Source: an optimization exercise on an open RTL-to-GDS flow (aim: small area and a short achievable clock period). Production flows keep margins and buffers that such runs may drop. Only simulation tests tie the RTL to the original design; equivalence was not proved. Power figures rest on the tool's default switching activity, not on a simulated workload.

`design/flow/design.v`:
```
`default_nettype none
package playfield_pkg;
    localparam int screen_width = 640;
    localparam int upper_bound  = 20;
    localparam int lower_bound  = 460;
    localparam int x_bits = 10;
    localparam int y_bits = 9;
    localparam logic [x_bits-1:0] x_offscreen = x_bits'(700);
    localparam logic [y_bits-1:0] y_offscreen = y_bits'(500);
    localparam int score_bits = 14;
    localparam logic [score_bits-1:0] score_max = score_bits'(9999);
    localparam logic [1:0] mode_idle = 2'd0;
    localparam logic [1:0] mode_run  = 2'd1;
endpackage
`default_nettype wire
`default_nettype none
package spawn_pkg;
    typedef union packed {
        struct packed {
            logic [7:0] placement;
            logic [7:0] gap;
            logic [7:0] height;
            logic [7:0] width;
        } byte_view;
        struct packed {
            logic [1:0]  zone;
            logic [5:0]  offset;
            logic [23:0] size_bytes;
        } edge_view;
    } spawn_rand_u;
    localparam logic [1:0] zone_upper = 2'd0;
    localparam logic [1:0] zone_lower = 2'd1;
    localparam logic [31:0] lfsr_seed = 32'h1d87_2b41;
    localparam logic [31:0] lfsr_taps = 32'h8020_0003;
    localparam int min_width  = 20;
    localparam int max_width  = 80;
    localparam int min_height = 20;
    localparam int max_height = 150;
    localparam int min_gap    = 80;
    localparam int max_gap    = 180;
    localparam int gap_bits   = 8;
    localparam int edge_zone = 60;
endpackage
`default_nettype wire
`default_nettype none
module spawn_rng (
    input  logic                   clk,
    input  logic                   rst_n,
    output spawn_pkg::spawn_rand_u rand_word
);
    logic [31:0] lfsr;
    logic        feedback;
    assign feedback = ^(lfsr & spawn_pkg::lfsr_taps);
    always_ff @(posedge clk or negedge rst_n) begin
        if (!rst_n) begin
            lfsr <= spawn_pkg::lfsr_seed;
        end else begin
            lfsr <= {lfsr[30:0], feedback};
        end
    end
    assign rand_word = lfsr;
endmodule
`default_nettype wire
`default_nettype none
module spawn_shaper (
    input  spawn_pkg::spawn_rand_u                  rand_word,
    output logic [6:0]                              width,
    output logic [7:0]                              height,
    output logic [playfield_pkg::y_bits-1:0]        top,
    output logic [spawn_pkg::gap_bits-1:0]          gap
);
    localparam int y_w = playfield_pkg::y_bits;
    localparam int g_w = spawn_pkg::gap_bits;
    localparam int width_span  = spawn_pkg::max_width - spawn_pkg::min_width + 1;
    localparam int height_span = spawn_pkg::max_height - spawn_pkg::min_height + 1;
    localparam int gap_span    = spawn_pkg::max_gap - spawn_pkg::min_gap + 1;
    localparam logic [y_w-1:0] top_min = y_w'(playfield_pkg::upper_bound);
    localparam logic [y_w-1:0] floor_y = y_w'(playfield_pkg::lower_bound);
    logic [y_w-1:0] max_top;
    logic [y_w-1:0] span;
    logic [y_w-1:0] edge_off;
    logic [y_w-1:0] top_raw;
    assign width  = 7'(spawn_pkg::min_width)
                  + 7'(rand_word.byte_view.width % 8'(width_span));
    assign height = 8'(spawn_pkg::min_height)
                  + (rand_word.byte_view.height % 8'(height_span));
    assign gap    = g_w'(spawn_pkg::min_gap)
                  + g_w'(rand_word.byte_view.gap % 8'(gap_span));
    always_comb begin
        max_top  = floor_y - y_w'(height);
        span     = max_top - top_min;
        edge_off = y_w'(rand_word.edge_view.offset % 6'(spawn_pkg::edge_zone));
        case (rand_word.edge_view.zone)
            spawn_pkg::zone_upper: begin
                top_raw = top_min + edge_off;
            end
            spawn_pkg::zone_lower: begin
                top_raw = max_top - edge_off;
            end
            default: begin
                top_raw = top_min + (y_w'(rand_word.byte_view.placement) % span);
            end
        endcase
        if (top_raw < top_min) begin
            top = top_min;
        end else if (top_raw > max_top) begin
            top = max_top;
        end else begin
            top = top_raw;
        end
    end
endmodule
`default_nettype wire
`default_nettype none
module obstacle_slots #(
    parameter int NUM_OBSTACLES = 10,
    parameter int SCROLL_SPEED  = 4
) (
    input  logic                                                   clk,
    input  logic                                                   rst_n,
    input  logic                                                   clear,
    input  logic                                                   advance,
    input  logic                                                   spawn_en,
    input  logic [$clog2(NUM_OBSTACLES)-1:0]                       spawn_slot,
    input  logic [6:0]                                             width,
    input  logic [7:0]                                             height,
    input  logic [playfield_pkg::y_bits-1:0]                       top,
    output logic [NUM_OBSTACLES-1:0]                               free_mask,
    output logic [$clog2(NUM_OBSTACLES):0]                         retire_count,
    output logic [NUM_OBSTACLES-1:0][playfield_pkg::x_bits-1:0]    box_left,
    output logic [NUM_OBSTACLES-1:0][playfield_pkg::x_bits-1:0]    box_right,
    output logic [NUM_OBSTACLES-1:0][playfield_pkg::y_bits-1:0]    box_top,
    output logic [NUM_OBSTACLES-1:0][playfield_pkg::y_bits-1:0]    box_bottom
);
    localparam int x_w = playfield_pkg::x_bits;
    localparam int y_w = playfield_pkg::y_bits;
    localparam logic [x_w-1:0] right_edge = x_w'(playfield_pkg::screen_width);
    localparam logic [x_w-1:0] step       = x_w'(SCROLL_SPEED);
    logic [NUM_OBSTACLES-1:0] active;
    logic [NUM_OBSTACLES-1:0] retiring;
    logic [x_w-1:0]           pos_x   [NUM_OBSTACLES];
    logic [y_w-1:0]           pos_top [NUM_OBSTACLES];
    logic [6:0]               obs_w   [NUM_OBSTACLES];
    logic [7:0]               obs_h   [NUM_OBSTACLES];
    always_comb begin
        retire_count = '0;
        for (int i = 0; i < NUM_OBSTACLES; i++) begin
            retiring[i] = advance && active[i] && (pos_x[i] < step);
            if (retiring[i]) begin
                retire_count = retire_count + 1'b1;
            end
        end
    end
    assign free_mask = ~active;
    always_ff @(posedge clk or negedge rst_n) begin
        if (!rst_n) begin
            active <= '0;
        end else if (clear) begin
            active <= '0;
        end else if (advance) begin
            for (int i = 0; i < NUM_OBSTACLES; i++) begin
                if (spawn_en && (spawn_slot == i)) begin
                    active[i] <= 1'b1;
                end else if (retiring[i]) begin
                    active[i] <= 1'b0;
                end
            end
        end
    end
    always_ff @(posedge clk) begin
        if (advance && !clear) begin
            for (int i = 0; i < NUM_OBSTACLES; i++) begin
                if (spawn_en && (spawn_slot == i)) begin
                    pos_x[i]   <= right_edge;
                    pos_top[i] <= top;
                    obs_w[i]   <= width;
                    obs_h[i]   <= height;
                end else if (active[i] && !retiring[i]) begin
                    pos_x[i] <= pos_x[i] - step;
                end
            end
        end
    end
    always_comb begin
        for (int i = 0; i < NUM_OBSTACLES; i++) begin
            if (active[i] && (pos_x[i] < right_edge)) begin
                box_left[i]   = pos_x[i];
                box_right[i]  = pos_x[i] + x_w'(obs_w[i]);
                box_top[i]    = pos_top[i];
                box_bottom[i] = pos_top[i] + y_w'(obs_h[i]);
            end else begin
                box_left[i]   = playfield_pkg::x_offscreen;
                box_right[i]  = playfield_pkg::x_offscreen;
                box_top[i]    = playfield_pkg::y_offscreen;
                box_bottom[i] = playfield_pkg::y_offscreen;
            end
        end
    end
endmodule
`default_nettype wire
`default_nettype none
module obstacle_ctrl #(
    parameter int NUM_OBSTACLES = 10,
    parameter int SCROLL_SPEED  = 4
) (
    input  logic                                   clk,
    input  logic                                   rst_n,
    input  logic [1:0]                             gamemode,
    input  logic [NUM_OBSTACLES-1:0]               free_mask,
    input  logic [$clog2(NUM_OBSTACLES):0]         retire_count,
    input  logic [spawn_pkg::gap_bits-1:0]         gap,
    output logic                                   clear,
    output logic                                   advance,
    output logic                                   spawn_en,
    output logic [$clog2(NUM_OBSTACLES)-1:0]       spawn_slot,
    output logic [playfield_pkg::score_bits-1:0]   score
);
    localparam int idx_bits = $clog2(NUM_OBSTACLES);
    localparam int cnt_w    = 12;
    localparam int sum_w    = playfield_pkg::score_bits + 1;
    localparam logic signed [cnt_w-1:0] spawn_line = cnt_w'(playfield_pkg::screen_width);
    localparam logic signed [cnt_w-1:0] first_gap  =
        cnt_w'(playfield_pkg::screen_width + spawn_pkg::min_gap);
    localparam logic signed [cnt_w-1:0] step = cnt_w'(SCROLL_SPEED);
    logic signed [cnt_w-1:0] countdown;
    logic [sum_w-1:0]        score_sum;
    assign clear   = (gamemode == playfield_pkg::mode_idle);
    assign advance = rst_n && (gamemode == playfield_pkg::mode_run);
    always_comb begin
        spawn_slot = '0;
        for (int i = NUM_OBSTACLES - 1; i >= 0; i--) begin
            if (free_mask[i]) begin
                spawn_slot = idx_bits'(i);
            end
        end
    end
    assign spawn_en = advance && (countdown <= spawn_line) && (|free_mask);
    always_ff @(posedge clk or negedge rst_n) begin
        if (!rst_n) begin
            countdown <= first_gap;
        end else if (clear) begin
            countdown <= first_gap;
        end else if (advance) begin
            if (spawn_en) begin
                countdown <= $signed(spawn_line + cnt_w'(gap));
            end else if (countdown >= 0) begin
                countdown <= countdown - step;
            end
        end
    end
    assign score_sum = {1'b0, score} + sum_w'(retire_count);
    always_ff @(posedge clk or negedge rst_n) begin
        if (!rst_n) begin
            score <= '0;
        end else if (clear) begin
            score <= '0;
        end else if (advance) begin
            if (score_sum > sum_w'(playfield_pkg::score_max)) begin
                score <= playfield_pkg::score_max;
            end else begin
                score <= score_sum[playfield_pkg::score_bits-1:0];
            end
        end
    end
endmodule
`default_nettype wire
`default_nettype none
module obstacle_field #(
    parameter int NUM_OBSTACLES = 10,
    parameter int SCROLL_SPEED  = 4
) (
    input  logic                                                   clk,
    input  logic                                                   rst_n,
    input  logic [1:0]                                             gamemode,
    output logic [playfield_pkg::score_bits-1:0]                   score,
    output logic [NUM_OBSTACLES-1:0][playfield_pkg::x_bits-1:0]    box_left,
    output logic [NUM_OBSTACLES-1:0][playfield_pkg::x_bits-1:0]    box_right,
    output logic [NUM_OBSTACLES-1:0][playfield_pkg::y_bits-1:0]    box_top,
    output logic [NUM_OBSTACLES-1:0][playfield_pkg::y_bits-1:0]    box_bottom
);
    spawn_pkg::spawn_rand_u                rand_word;
    logic [6:0]                            width;
    logic [7:0]                            height;
    logic [playfield_pkg::y_bits-1:0]      top;
    logic [spawn_pkg::gap_bits-1:0]        gap;
    logic                                  clear;
    logic                                  advance;
    logic                                  spawn_en;
    logic [$clog2(NUM_OBSTACLES)-1:0]      spawn_slot;
    logic [NUM_OBSTACLES-1:0]              free_mask;
    logic [$clog2(NUM_OBSTACLES):0]        retire_count;
    spawn_rng spawn_rng_inst (
        .clk       (clk),
        .rst_n     (rst_n),
        .rand_word (rand_word)
    );
    spawn_shaper spawn_shaper_inst (
        .rand_word (rand_word),
        .width     (width),
        .height    (height),
        .top       (top),
        .gap       (gap)
    );
    obstacle_ctrl #(
        .NUM_OBSTACLES (NUM_OBSTACLES),
        .SCROLL_SPEED  (SCROLL_SPEED)
    ) obstacle_ctrl_inst (
        .clk          (clk),
        .rst_n        (rst_n),
        .gamemode     (gamemode),
        .free_mask    (free_mask),
        .retire_count (retire_count),
        .gap          (gap),
        .clear        (clear),
        .advance      (advance),
        .spawn_en     (spawn_en),
        .spawn_slot   (spawn_slot),
        .score        (score)
    );
    obstacle_slots #(
        .NUM_OBSTACLES (NUM_OBSTACLES),
        .SCROLL_SPEED  (SCROLL_SPEED)
    ) obstacle_slots_inst (
        .clk          (clk),
        .rst_n        (rst_n),
        .clear        (clear),
        .advance      (advance),
        .spawn_en     (spawn_en),
        .spawn_slot   (spawn_slot),
        .width        (width),
        .height       (height),
        .top          (top),
        .free_mask    (free_mask),
        .retire_count (retire_count),
        .box_left     (box_left),
        .box_right    (box_right),
        .box_top      (box_top),
        .box_bottom   (box_bottom)
    );
endmodule
`default_nettype wire
```
`design/flow/run.sh`:
```
#!/bin/bash
# synth_recipe.tcl (not shown) runs the flow's synth.tcl, then flattens the netlist and writes it again
# the make line also repeats each setting of config.mk as NAME=value (left out here)
make -C /OpenROAD-flow-scripts/flow DESIGN_CONFIG=/design/flow/config.mk WORK_HOME=/design/flow/orfs CLKGATE_MAP_FILE= SYNTH_SCRIPT=/design/flow/synth_recipe.tcl finish
```
`design/flow/config.mk`:
```
export PLATFORM = sky130hd
export DESIGN_NAME = obstacle_field
export DESIGN_NICKNAME = obstacle_field
export VERILOG_FILES = /design/flow/design.v
export SDC_FILE = /design/flow/constraint.sdc
export NUM_CORES = 4
export LEC_CHECK = 0
export CAP_MARGIN = 20
export CORE_MARGIN = 2
export CORE_UTILIZATION = 40
export SLEW_MARGIN = 20
```
`design/flow/constraint.sdc`:
```
create_clock -name core_clock -period 13.0 [get_ports {clk}]
set_input_delay 2.6000 -clock core_clock [delete_from_list [all_inputs] [get_ports {clk}]]
set_output_delay 2.6000 -clock core_clock [all_outputs]
set_load 0.01 [all_outputs]
```
==> flow_summary.toml <==
[status]
status = "complete, no violations"

[place]
portBuffers = 377
placed_area_um2 = 31200
pre_cts_slack_ns = 0.539
gpl.final_weighted_congestion = 0.924
hpwl_um = 64000

[clocking]
cts_hold_repair.buffers = 0
clock_insertion_delay_worst_skew_ns = 0.57
ctsRootBufferMaster = "sky130_fd_sc_hd__clkbuf_16"
tritoncts = "built"
cts.sinks = 388
clock_tree.htree_level_count = 2
clk_transition_reported_paths_ns = 0.06
max-clock-path-buffers = 3
cts_made_buffers = 46

[synth]
synth_seq_area_share_pct = 43.2
total_of_warnings_raised_by_yosys = 8
synthArstFlopShare_pct = 17.5
post_synth_instance_area_um2 = 26200
post-synth-top-area-cell = "sky130_fd_sc_hd__edfxtp_1"
synth_compound_area_share_pct = 11.8
post_synth.cell_area_avg_um2 = 9.97
post_synth_inst_count = 2631
synth.distinct_cells = 95
synth_simple_gate_area_share_pct = 19.5
synth_top_family_by_area = "simple AND/OR/NAND/NOR gates"
yosys_most_used_dff = "sky130_fd_sc_hd__edfxtp_1"
share_of_synthesized_area_spent_on_multiplexers_pct = 1.19
edff_count_synth = 320
synth_fa_ha_area_share_pct = 12.4
ys_seq_elements = 388
synth_top_area_share_pct = 36.6
synth.area.top_cells = "sky130_fd_sc_hd__edfxtp_1 37%, sky130_fd_sc_hd__ha_1 11%, sky130_fd_sc_hd__xnor2_1 5.7%, sky130_fd_sc_hd__dfrtp_1 4.8%, sky130_fd_sc_hd__nand2b_1 3.6%"
post_synth_xor_area_fraction_pct = 7.77

[die]
die_height_um = 260
core_area_um2 = 64600
pin_count = 398
chip_width_um = 260
design.die.area_um2 = 67600
placement_rows = 93
initial_core_util_pct = 40.6

[global_routing]
groute.usage.overall_pct = 24.8
grt_overflow = 0
antenna_found_initial = 12
first_pass_grt_wire_length_um = 127000
grt_pass1_vias = 20700
grt_max_degree = 70

[timing]
timing.final.max_slew_violations = 0
fin_hold_ws_ns = 0.372
slew_headroom_pct = 25.7
timing.setup.tns_ns = 0
report.final.setup_viol = 0
timing.final.ws_setup_ns = 0.798
max_clock_freq_mhz = 82.0
fin_crit_sh_pct = 93.9
finalHoldViolCount = 0
minimum_clock_period_ns = 12.20
tightestPinTransition_ns = 1.11
clock_skew_ns = 0.0165

[detailed_routing]
iteration_0_drc_count_of_the_detailed_router = 1782
routed_wire_length_per_instance_um = 22.1
post_route_drc = 0
detailedRoute.firstPassIterationCount = 5
wl_um = 86500
drt.antenna.violating_nets = 0
routed_via_count_divided_by_cell_count = 5.43
route.vias.total = 21300

[worst_setup_path]
cp_slowest_stage_delay_ns = 0.59
timing.critical_path.required_ns = 13.27
timing.setup.critical_path_class = "flip-flop to flip-flop"
timing.reg2reg.worst_path_depth = 60
timing.critical_path.from_type = "flip-flop"
cp_data_arrival_time_ns = 12.47
critPathCaptureType = "flip-flop"
rrSetupSlack_ns = 0.80
critPathMaxFanout = 20
rr_endpoint = "obstacle_slots_inst.pos_top[5][4]"
worst_r2r_startpoint = "spawn_rng_inst.lfsr[14]"
cpMaxStageDelayCell = "sky130_fd_sc_hd__or4_4"
setup.worst_path.start = "spawn_rng_inst.lfsr[14]"

[power]
power_frac_seq_pct = 50.6
vdd_ir_drop_max_uv = 82.4
power.internal_mw = 2.10
power-per-cell-area_nw_per_um2 = 80.6
share_comb_of_total_power_pct = 1.6
leakagePower_nw = 12.7
p_sw_uw = 549
p_clk_share_pct = 47.8
switching_share_pct = 20.8

[finish]
n_fill_cell = 5847
final_cell_area_um2 = 32800
final_net_count = 3277
ratio_of_cells_with_drive_above_1_in_the_final_layout_pct = 7.37
area_delta_synth_final_pct = 25.3

[run]
max-cap-violations = 0

[hold_path]
hold_path_end = "spawn_rng_inst.lfsr[24]"
timing.hold.worst_path_depth = 0
hold_start = "spawn_rng_inst.lfsr[23]"
timing.hold.worst.class = "flip-flop to flip-flop"
power groups by stage:
stage,Clock (mW),Combinational [mW],Sequential (mW)
global placement,0,0.0412,1.36
finish,1.26,0.0424,1.34
CTS,1.29,0.0423,1.34
floorplan,0,0.0272,1.36
detailed placement,0,0.0419,1.36
global route,1.34,0.0469,1.34
stage by stage:
stage          power, mW  cells  utilization, %
2_1_floorplan       1.39   2651               -
3_5_place_dp        1.41   3831            48.4
5_1_grt             2.72   3920            50.9
3_3_place_gp        1.41   3831            48.4
4_1_cts             2.67   3915            50.6
6_report            2.65   3921            50.9
what timing repair did:
action / CTS / global route
endpoints found under the setup margin: 0 / 90
gates resized for setup: 0 / 12
buffers inserted: 0 / 3
hold endpoints to repair: 0 / 0
metal layers:
layer / vias to the layer above / global-route usage (%) / share of wire (%)
li1: 10000 / - / -
met1: 10400 / 34.2 / 44
met2: 733 / 40.9 / 47
met3: 127 / 3.05 / 6.3
met4: 0 / 7.23 / 2.7
met5: - / 0 / 0
area by class of cell:
type | instances | area [um^2] | share of cell area (%)
repair buffers | 430 | 4220 | 12.9
multi-input cells | 2006 | 14200 | 43.1
clock buffers | 59 | 1230 | 3.74
diodes | 1 | 2.50 | 0.00762
flip-flops and latches | 388 | 11300 | 34.5
clock inverters | 25 | 238 | 0.724
inverters | 157 | 589 | 1.79
well taps | 855 | 1070 | 3.26
worst max-delay path by stage:
stage / endpoint / cells after the start
global placement: obstacle_ctrl_inst.score[11] / 40
floorplan: obstacle_slots_inst.pos_top[0][5] / 58
CTS: obstacle_slots_inst.pos_top[2][1] / 54
global route: obstacle_slots_inst.pos_top[1][4] / 60
detailed placement: obstacle_slots_inst.pos_top[6][4] / 55
finish: obstacle_slots_inst.pos_top[5][4] / 60
cells by family (layout without fill, tap and decap cells):
group | after synthesis | after routing
compound gates | 480 | 481
xor+xnor | 228 | 228
fa+ha+maj | 246 | 246
buf+inv | 258 | 671
flops | 388 | 388
mux | 29 | 29
other cells | 1 | 22
simple gates | 1001 | 1001
critical path: cells and delay by family, from the launching register on:
kind | cells | cell delay (ns)
compound gates | 26 | 4.82
simple gates | 14 | 2.47
fa+ha+maj | 7 | 2.12
buf+inv | 9 | 1.15
mux | 2 | 0.60
flops | 1 | 0.43
xor+xnor | 2 | 0.33
registers in the layout, indices dropped and copies added, names as in the netlist:
| name | count |
|---|---|
| obstacle_slots_inst.pos_x | 80 |
| spawn_rng_inst.lfsr | 32 |
| obstacle_ctrl_inst.countdown | 12 |
| obstacle_slots_inst.obs_h | 80 |
| obstacle_slots_inst.obs_w | 70 |
| obstacle_slots_inst.active | 10 |
| obstacle_slots_inst.pos_top | 90 |
| obstacle_ctrl_inst.score | 14 |
synthesized netlist by cell type (68+ instances only):
| cell | number |
|---|---|
| sky130_fd_sc_hd__clkbuf_1 | 73 |
| sky130_fd_sc_hd__xnor2_1 | 171 |
| sky130_fd_sc_hd__nor2b_1 | 68 |
| sky130_fd_sc_hd__nor2_1 | 217 |
| sky130_fd_sc_hd__nand2_1 | 252 |
| sky130_fd_sc_hd__inv_1 | 156 |
| sky130_fd_sc_hd__edfxtp_1 | 320 |
| sky130_fd_sc_hd__o21ai_0 | 95 |
| sky130_fd_sc_hd__ha_1 | 221 |
| sky130_fd_sc_hd__and3_1 | 75 |
| sky130_fd_sc_hd__nand2b_1 | 152 |
| sky130_fd_sc_hd__a21oi_1 | 150 |
layout by cell type (no fill, tap or decap), types with 10 or more instances in the layout:
cell type                         Yosys  final
sky130_fd_sc_hd__clkdlybuf4s50_1      0    376
sky130_fd_sc_hd__edfxtp_1           320    320
sky130_fd_sc_hd__nand2_1            252    252
sky130_fd_sc_hd__ha_1               221    221
sky130_fd_sc_hd__nor2_1             217    215
sky130_fd_sc_hd__xnor2_1            171    164
sky130_fd_sc_hd__nand2b_1           152    152
sky130_fd_sc_hd__inv_1              156    152
sky130_fd_sc_hd__a21oi_1            150    146
sky130_fd_sc_hd__o21ai_0             95     91
sky130_fd_sc_hd__and3_1              75     75
sky130_fd_sc_hd__nor2b_1             68     66
sky130_fd_sc_hd__nor3_1              64     64
sky130_fd_sc_hd__a21o_1              51     51
sky130_fd_sc_hd__xor2_1              53     51
sky130_fd_sc_hd__buf_4               20     50
sky130_fd_sc_hd__dfrtp_1             50     50
sky130_fd_sc_hd__o21bai_1            47     47
sky130_fd_sc_hd__clkbuf_16            0     47
sky130_fd_sc_hd__and2_1              45     44
sky130_fd_sc_hd__nand3_1             29     29
sky130_fd_sc_hd__fa_1                23     23
sky130_fd_sc_hd__o21a_1              21     21
sky130_fd_sc_hd__conb_1               1     21
sky130_fd_sc_hd__dfstp_2             18     18
sky130_fd_sc_hd__or2_2               17     17
sky130_fd_sc_hd__nor4_1              18     17
sky130_fd_sc_hd__mux2i_1             18     15
sky130_fd_sc_hd__nand4_1             14     14
sky130_fd_sc_hd__a31oi_1             19     14
sky130_fd_sc_hd__clkinv_1             0     11
sky130_fd_sc_hd__nand3b_1            10     10
sky130_fd_sc_hd__o211ai_1            10     10
sky130_fd_sc_hd__or3_1               10     10
sky130_fd_sc_hd__clkbuf_1            73     10

separate check: timing with driven ports:
The results above use ideal ports. As a check the final layout listed here was re-extracted and re-timed, cells and wires unchanged.
Step 1: set_driving_cell puts a clkbuf_16 on clk and a buf_2 on each other input, an assumption about the parent block.
Step 2, shift: input delay + t, output delay - t, t = (earliest + latest rising clock arrival at the registers) / 2. This alone moves slack from input paths to output paths.
Three values: ideal, step 1, step 2; two values: the first two.
shift t [ns]: 0.619
setup WS [ns]: 0.798 / 0.798 / 0.454
pins driven straight from the clock port: 1
After both steps setup and hold are still met in this run. The setup slack of this run moves by 0.000 ns with the drivers and by -0.344 ns with both steps.
